Context: an optimization exercise on an open-source flow, tuned for a short achievable clock period and few clock cycles. The choices shown serve that exercise and are no tape-out recipe. In this exercise RTL edits were held to simulation tests only and were not proved equivalent to the original. Power is estimated from default activity; no workload was simulated.

==> job 6773 <==
==> flow/design.v (excerpt) <==
module sector_cache_tags (
  input  logic        clk,
  input  logic        rst_n,
  input  logic        start,
  output logic        busy,
  input  logic [1:0]  in_func,
  input  logic [31:0] in_sector,
  output logic        out_strobe,
  output logic        out_hit,
  output logic [5:0]  out_slot,
  output logic        out_fetch,
  output logic        out_writeback,
  output logic [31:0] out_wb_sector,
  output logic        out_last
);
clock: 6.0 ns
lec_check: 0
cap_margin: 20
core_margin: 2
core_utilization: 30
place_density: 0.38
setup_slack_margin: 2.5
slew_margin: 20
synth_hierarchical: 1
synth_minimum_keep_size: 0
tns_end_percent: 100
run.sh (not shown) runs the stock make flow with config.mk's settings and CLKGATE_MAP_FILE= SYNTH_SCRIPT=/design/flow/synth_recipe.tcl, a recipe that flattens the netlist after the stock synthesis.
==> inputs of job 3697, as changes to job 6773 <==
--- a/flow/design.v
+++ b/flow/design.v
@@ -103,29 +103,33 @@
   end
   crst_inv u_en (.a(en), .y(en_n));
   crst_nor2 u_l5 (.a(l4[0]), .b(l4[1]), .y(l5));
   assign match = l5 & ~en_n;
 endmodule
-module crst_or64n (
-  input  logic [63:0] a,
-  output logic        y_n
+module crst_or64n #(
+  parameter int C = 1
+) (
+  input  logic [63:0]  a,
+  output logic [C-1:0] y_n
 );
   logic [31:0] l1;
   logic [7:0]  l2;
   logic [3:0]  l3;
-  logic        l4;
+  logic [C-1:0] l4;
   for (genvar i = 0; i < 32; i++) begin : g_l1
     crst_nor2 u (.a(a[2*i]), .b(a[2*i+1]), .y(l1[i]));
   end
   for (genvar i = 0; i < 8; i++) begin : g_l2
     crst_nand4g u (.a(l1[4*i +: 4]), .y(l2[i]));
   end
   for (genvar i = 0; i < 4; i++) begin : g_l3
     crst_nor2 u (.a(l2[2*i]), .b(l2[2*i+1]), .y(l3[i]));
   end
-  crst_nand4g u_l4 (.a(l3), .y(l4));
-  crst_inv u_l5 (.a(l4), .y(y_n));
+  for (genvar k = 0; k < C; k++) begin : g_c
+    crst_nand4g u_l4 (.a(l3), .y(l4[k]));
+    crst_inv u_l5 (.a(l4[k]), .y(y_n[k]));
+  end
 endmodule
 module crst_or32 (
   input  logic [31:0] a,
   output logic        y
 );
@@ -153,17 +157,19 @@
   input  logic [N-1:0]       pvoh,      
   input  logic [31:0]        psec,      
   input  logic [N-1:0]       voh,       
   input  logic [N-1:0]       below_fd,  
   output logic [N-1:0]       match,
-  output logic               hit,
-  output logic               hitv,      
+  output logic [3:0]         hit,       
+  output logic [1:0]         hitv,      
   output logic               hitb,      
   output logic [5:0]         hslot
 );
   logic [N-1:0] pfill, en, mt;
-  logic         eqp, pe, hit_n, hitv_n, hitb_n;
+  logic         eqp, pe, hitb_n;
+  logic [3:0]   hit_n;
+  logic [1:0]   hitv_n;
   logic [5:0]   pslot, tslot;
   always_comb begin
     pfill = pvoh & {N{pmiss}};
     en    = valid & ~pfill;
     pslot = '0;
@@ -179,47 +185,52 @@
       .b     (sector),
       .en    (en[i]),
       .match (mt[i])
     );
   end
-  crst_or64n u_hit  (.a(mt), .y_n(hit_n));
-  crst_or64n u_hitv (.a(mt & voh), .y_n(hitv_n));
+  crst_or64n #(.C(4)) u_hit  (.a(mt), .y_n(hit_n));
+  crst_or64n #(.C(2)) u_hitv (.a(mt & voh), .y_n(hitv_n));
   crst_or64n u_hitb (.a(mt & below_fd), .y_n(hitb_n));
   for (genvar k = 0; k < 6; k++) begin : g_slot
     logic [31:0] sl;
     for (genvar j = 0; j < 32; j++) begin : g_b
       assign sl[j] = mt[((j >> k) << (k + 1)) | (1 << k) | (j & ((1 << k) - 1))];
     end
     crst_or32 u_or (.a(sl), .y(tslot[k]));
   end
   assign match = mt | (pfill & {N{eqp}});
-  assign hit   = ~hit_n | pe;
-  assign hitv  = ~hitv_n | (pe & |(pvoh & voh));
+  assign hit   = ~hit_n | {4{pe}};
+  assign hitv  = ~hitv_n | {2{pe & |(pvoh & voh)}};
   assign hitb  = ~hitb_n | (pe & |(pvoh & below_fd));
   assign hslot = tslot | (pe ? pslot : 6'd0);
 endmodule
 `timescale 1ns / 1ps
 module crst_pfx #(
   parameter int N = 64
 ) (
   input  logic [N-1:0] x,
   output logic [N-1:0] y
 );
-  logic [6:0][N-1:0] p;
+  localparam int L = $clog2(N);
+  logic [L:0][N-1:0] p;
   assign p[0] = x;
-  for (genvar k = 0; k < 6; k++) begin : g_l
+  for (genvar k = 0; k < L; k++) begin : g_l
     for (genvar i = 0; i < N; i++) begin : g_b
       if (i < (1 << k)) begin : g_inv
         crst_inv u (.a(p[k][i]), .y(p[k+1][i]));
       end else if (k % 2 == 0) begin : g_nor
         crst_nor2 u (.a(p[k][i]), .b(p[k][i - (1 << k)]), .y(p[k+1][i]));
       end else begin : g_nand
         crst_nand2 u (.a(p[k][i]), .b(p[k][i - (1 << k)]), .y(p[k+1][i]));
       end
     end
   end
-  assign y = p[6];
+  if (L % 2 == 0) begin : g_even
+    assign y = p[L];
+  end else begin : g_odd
+    assign y = ~p[L];
+  end
 endmodule
 module crst_lowest #(
   parameter int N = 64
 ) (
   input  logic [N-1:0] x,
@@ -247,29 +258,25 @@
   input  logic [N-1:0] m,
   output logic [N-1:0] oh,
   output logic [N-1:0] vm,
   output logic [N-1:0] clr
 );
-  logic [N-1:0] c, a, ia, ic;
+  logic [N-1:0]   c, a;
+  logic [2*N-1:0] z, pz;
+  logic           any_a_n, any_c_n;
   assign c = ~r;
   assign a = c & m;
-  crst_pfx #(.N(N)) u_pa (.x(a), .y(ia));
-  crst_pfx #(.N(N)) u_pc (.x(c), .y(ic));
+  assign z = {c, a};
+  crst_pfx #(.N(2*N)) u_pz (.x(z), .y(pz));
+  crst_or64n u_aa (.a(a), .y_n(any_a_n));
+  crst_or64n u_ac (.a(c), .y_n(any_c_n));
   always_comb begin
-    if (ia[N-1]) begin
-      oh  = a & ~(ia << 1);
-      vm  = ia;
-      clr = m & ~ia;
-    end else if (ic[N-1]) begin
-      oh  = c & ~(ic << 1);
-      vm  = ic;
-      clr = m | ~ic;
-    end else begin
-      oh  = m & ~(m << 1);
-      vm  = m;
-      clr = '1;
-    end
+    oh  = (a & ~(pz[N-1:0] << 1)) | (c & ~pz[2*N-2:N-1]);
+    if (any_c_n) oh = m & ~(m << 1);
+    vm  = any_a_n ? pz[2*N-1:N] : pz[N-1:0];
+    clr = any_a_n ? (m | ~pz[2*N-1:N]) : (m & ~pz[N-1:0]);
+    if (any_c_n) vm = m;
   end
 endmodule
 `timescale 1ns / 1ps
 module sector_cache_tags (
   input  logic        clk,
@@ -317,10 +324,12 @@
   assign out_wb_sector = wbs_r;
   assign out_last      = last_r;
   logic         take, take_acc, take_fl, fl_step, wr;
   logic [N-1:0] match;
   logic         hit, hitv, hitb;
+  logic [3:0]   hitc;    
+  logic [1:0]   hitvc;
   logic [5:0]   hslot, vslot, fslot;
   logic         vwb, any_d, more_d;
   logic [3*N-1:0] s_miss, s_hv;
   logic [N-1:0] pfill, hm_e, sel;
   logic [31:0]  stag;
@@ -361,33 +370,35 @@
     .pvoh     (pvoh_r),
     .psec     (psec_r),
     .voh      (voh_r),
     .below_fd (below_fd),
     .match    (match),
-    .hit      (hit),
-    .hitv     (hitv),
+    .hit      (hitc),
+    .hitv     (hitvc),
     .hitb     (hitb),
     .hslot    (hslot)
   );
   crst_tsel #(.N(N)) u_tsel (
     .tag   (tag_r),
     .sel   (sel),
     .pfill (pfill),
     .psec  (psec_r),
     .q     (stag)
   );
+  assign hit  = hitc[0];
+  assign hitv = hitvc[0];
   always_comb begin
     take     = rst_n & start & ~busy_r;
     take_acc = take & ~in_func[1];
     take_fl  = take & (in_func == 2'd2);
     fl_step  = busy_r | take_fl;
     wr       = in_func[0];
     pfill = pvoh_r & {N{pmiss_r}};
     hm_e  = pmiss_r ? pvm_r : hm_r;
     sel  = (busy_r | in_func[1]) ? fd_r : voh_r;
     dirty_miss = (dirty_r & ~voh_r) | (voh_r & {N{wr}});
-    fd_hit     = (wr && hitb) ? match : fd_r;
+    fd_hit     = (match & below_fd & {N{wr}}) | (fd_r & ~{N{wr & hitb}});
     if (wr) begin
       fd_miss = |(voh_r & below_fd) ? voh_r : fd_r;
     end else begin
       fd_miss = |(voh_r & fd_r) ? fd_clean : fd_r;
     end
@@ -415,11 +426,12 @@
       fd_m    = fd_fl;
     end else if (take_acc) begin
       ref_h   = ref_r | match;
       dirty_h = dirty_r | (match & {N{wr}});
       fd_h    = fd_hit;
-      if (hitv) {voh_h, vm_h, clr_h} = s_hv;
+      if (hitvc[0]) voh_h = s_hv[3*N-1:2*N];
+      if (hitvc[1]) {vm_h, clr_h} = s_hv[2*N-1:0];
       ref_m   = (ref_r & ~clr_r) | voh_r;
       dirty_m = dirty_miss;
       fd_m    = fd_miss;
       {voh_m, vm_m, clr_m} = s_miss;
       pmiss_m = 1'b1;
@@ -449,23 +461,17 @@
     end else begin
       busy_r   <= fl_step & more_d;
       strobe_r <= fl_step | take_acc;
       valid_r  <= valid_r | pfill;
       hm_r     <= hm_e;
-      if (hit) begin
-        ref_r   <= ref_h;
-        dirty_r <= dirty_h;
-        fd_r    <= fd_h;
-        {voh_r, vm_r, clr_r} <= {voh_h, vm_h, clr_h};
-        pmiss_r <= 1'b0;
-      end else begin
-        ref_r   <= ref_m;
-        dirty_r <= dirty_m;
-        fd_r    <= fd_m;
-        {voh_r, vm_r, clr_r} <= {voh_m, vm_m, clr_m};
-        pmiss_r <= pmiss_m;
-      end
+      ref_r   <= hitc[1] ? ref_h : ref_m;
+      dirty_r <= hitc[1] ? dirty_h : dirty_m;
+      fd_r    <= hitc[2] ? fd_h : fd_m;
+      voh_r   <= hitc[2] ? voh_h : voh_m;
+      pmiss_r <= hitc[2] ? 1'b0 : pmiss_m;
+      vm_r    <= hitc[3] ? vm_h : vm_m;
+      clr_r   <= hitc[3] ? clr_h : clr_m;
     end
   end
   always_ff @(posedge clk) begin
     psec_r <= in_sector;
     pvoh_r <= voh_r;
--- a/flow/config.mk
+++ b/flow/config.mk
@@ -5,12 +5,12 @@
 export SDC_FILE = /design/flow/constraint.sdc
 export NUM_CORES = 4
 export LEC_CHECK = 0
 export CAP_MARGIN = 20
 export CORE_MARGIN = 2
-export CORE_UTILIZATION = 30
-export PLACE_DENSITY = 0.38
+export CORE_UTILIZATION = 25
+export PLACE_DENSITY = 0.33
 export SETUP_SLACK_MARGIN = 2.5
 export SLEW_MARGIN = 20
 export SYNTH_HIERARCHICAL = 1
 export SYNTH_MINIMUM_KEEP_SIZE = 0
 export TNS_END_PERCENT = 100
==> results.txt <==
- Critical-path maximum fanout: 19
- Fmax: 236.0 MHz
- Filler cell count: 69890
- Worst setup path endpoint: fd_r[12]$_SDFFE_PN0P_
- Placed insts: 27090
- Outcome: no timing/DRC/antenna violations
- Initial DRC count: 16310
- NonClk Buf Share: 0.09556
- Gate Count Post-Synth: 17770
- Worst endpoint data arrival time: 5.21 ns
- Sw frac: 0.3490
- Post-synthesis area per instance: 9.422 um2
- Internal: 37.73 mW
The numbers above come from job 3697.

==> results.txt <==
- Outcome: no timing/DRC/antenna violations
- Worst endpoint data arrival time: 5.20 ns
- Starting density of the core: 0.3011
- Port Buf Inserts: 80
- Antenna Nets Post-Route: 0
- NonClk Buf Share: 0.08871
- Vias in the first global route: 136200
- Sw frac: 0.3056
- Critical-path maximum fanout: 9
- Worst setup path endpoint: fd_r[13]$_SDFFE_PN0P_
- Placed insts: 24640
- Gate Count Post-Synth: 17330
- Post-synthesis area per instance: 9.610 um2
- Fmax: 235.0 MHz
- Initial DRC count: 15240
The numbers above come from job 6773.

Testbench counts of job 6773, summed over its fixed seeds: cycles 5,147.
Testbench counts of job 3697, summed over its fixed seeds: cycles 5,147.

-- static timing again, ports no longer ideal --
No port has a modelled driver above. Below, the same layouts with a new extraction and two added sets of constraints.
Step 1, drivers: a clkbuf_16 drives clk and a buf_2 each remaining input, both assumed.
Step 2 moves the port delays by t, midway between the first and last clock arrival at a register: inputs arrive t later, outputs are due t later. That takes back most of the time a late clock gives input paths.
Three values: ideal, step 1, step 2; two values: the first two.
run | t (ns) | slack for setup (ns) | worst hold slack (ns) | worst slew at a driven data input, ns
job 6773 | 1.179 | 1.744 / 1.784 / 0.654 | 0.443 / 0.387 / 0.443 | 0.14
job 3697 | 1.175 | 1.763 / 1.763 / 0.669 | 0.351 / 0.274 / 0.425 | 0.20
After both steps setup and hold are still met in every run listed. The setup slack of job 3697, which loses most, moves by 0.000 ns with the drivers and by -1.094 ns with both steps.
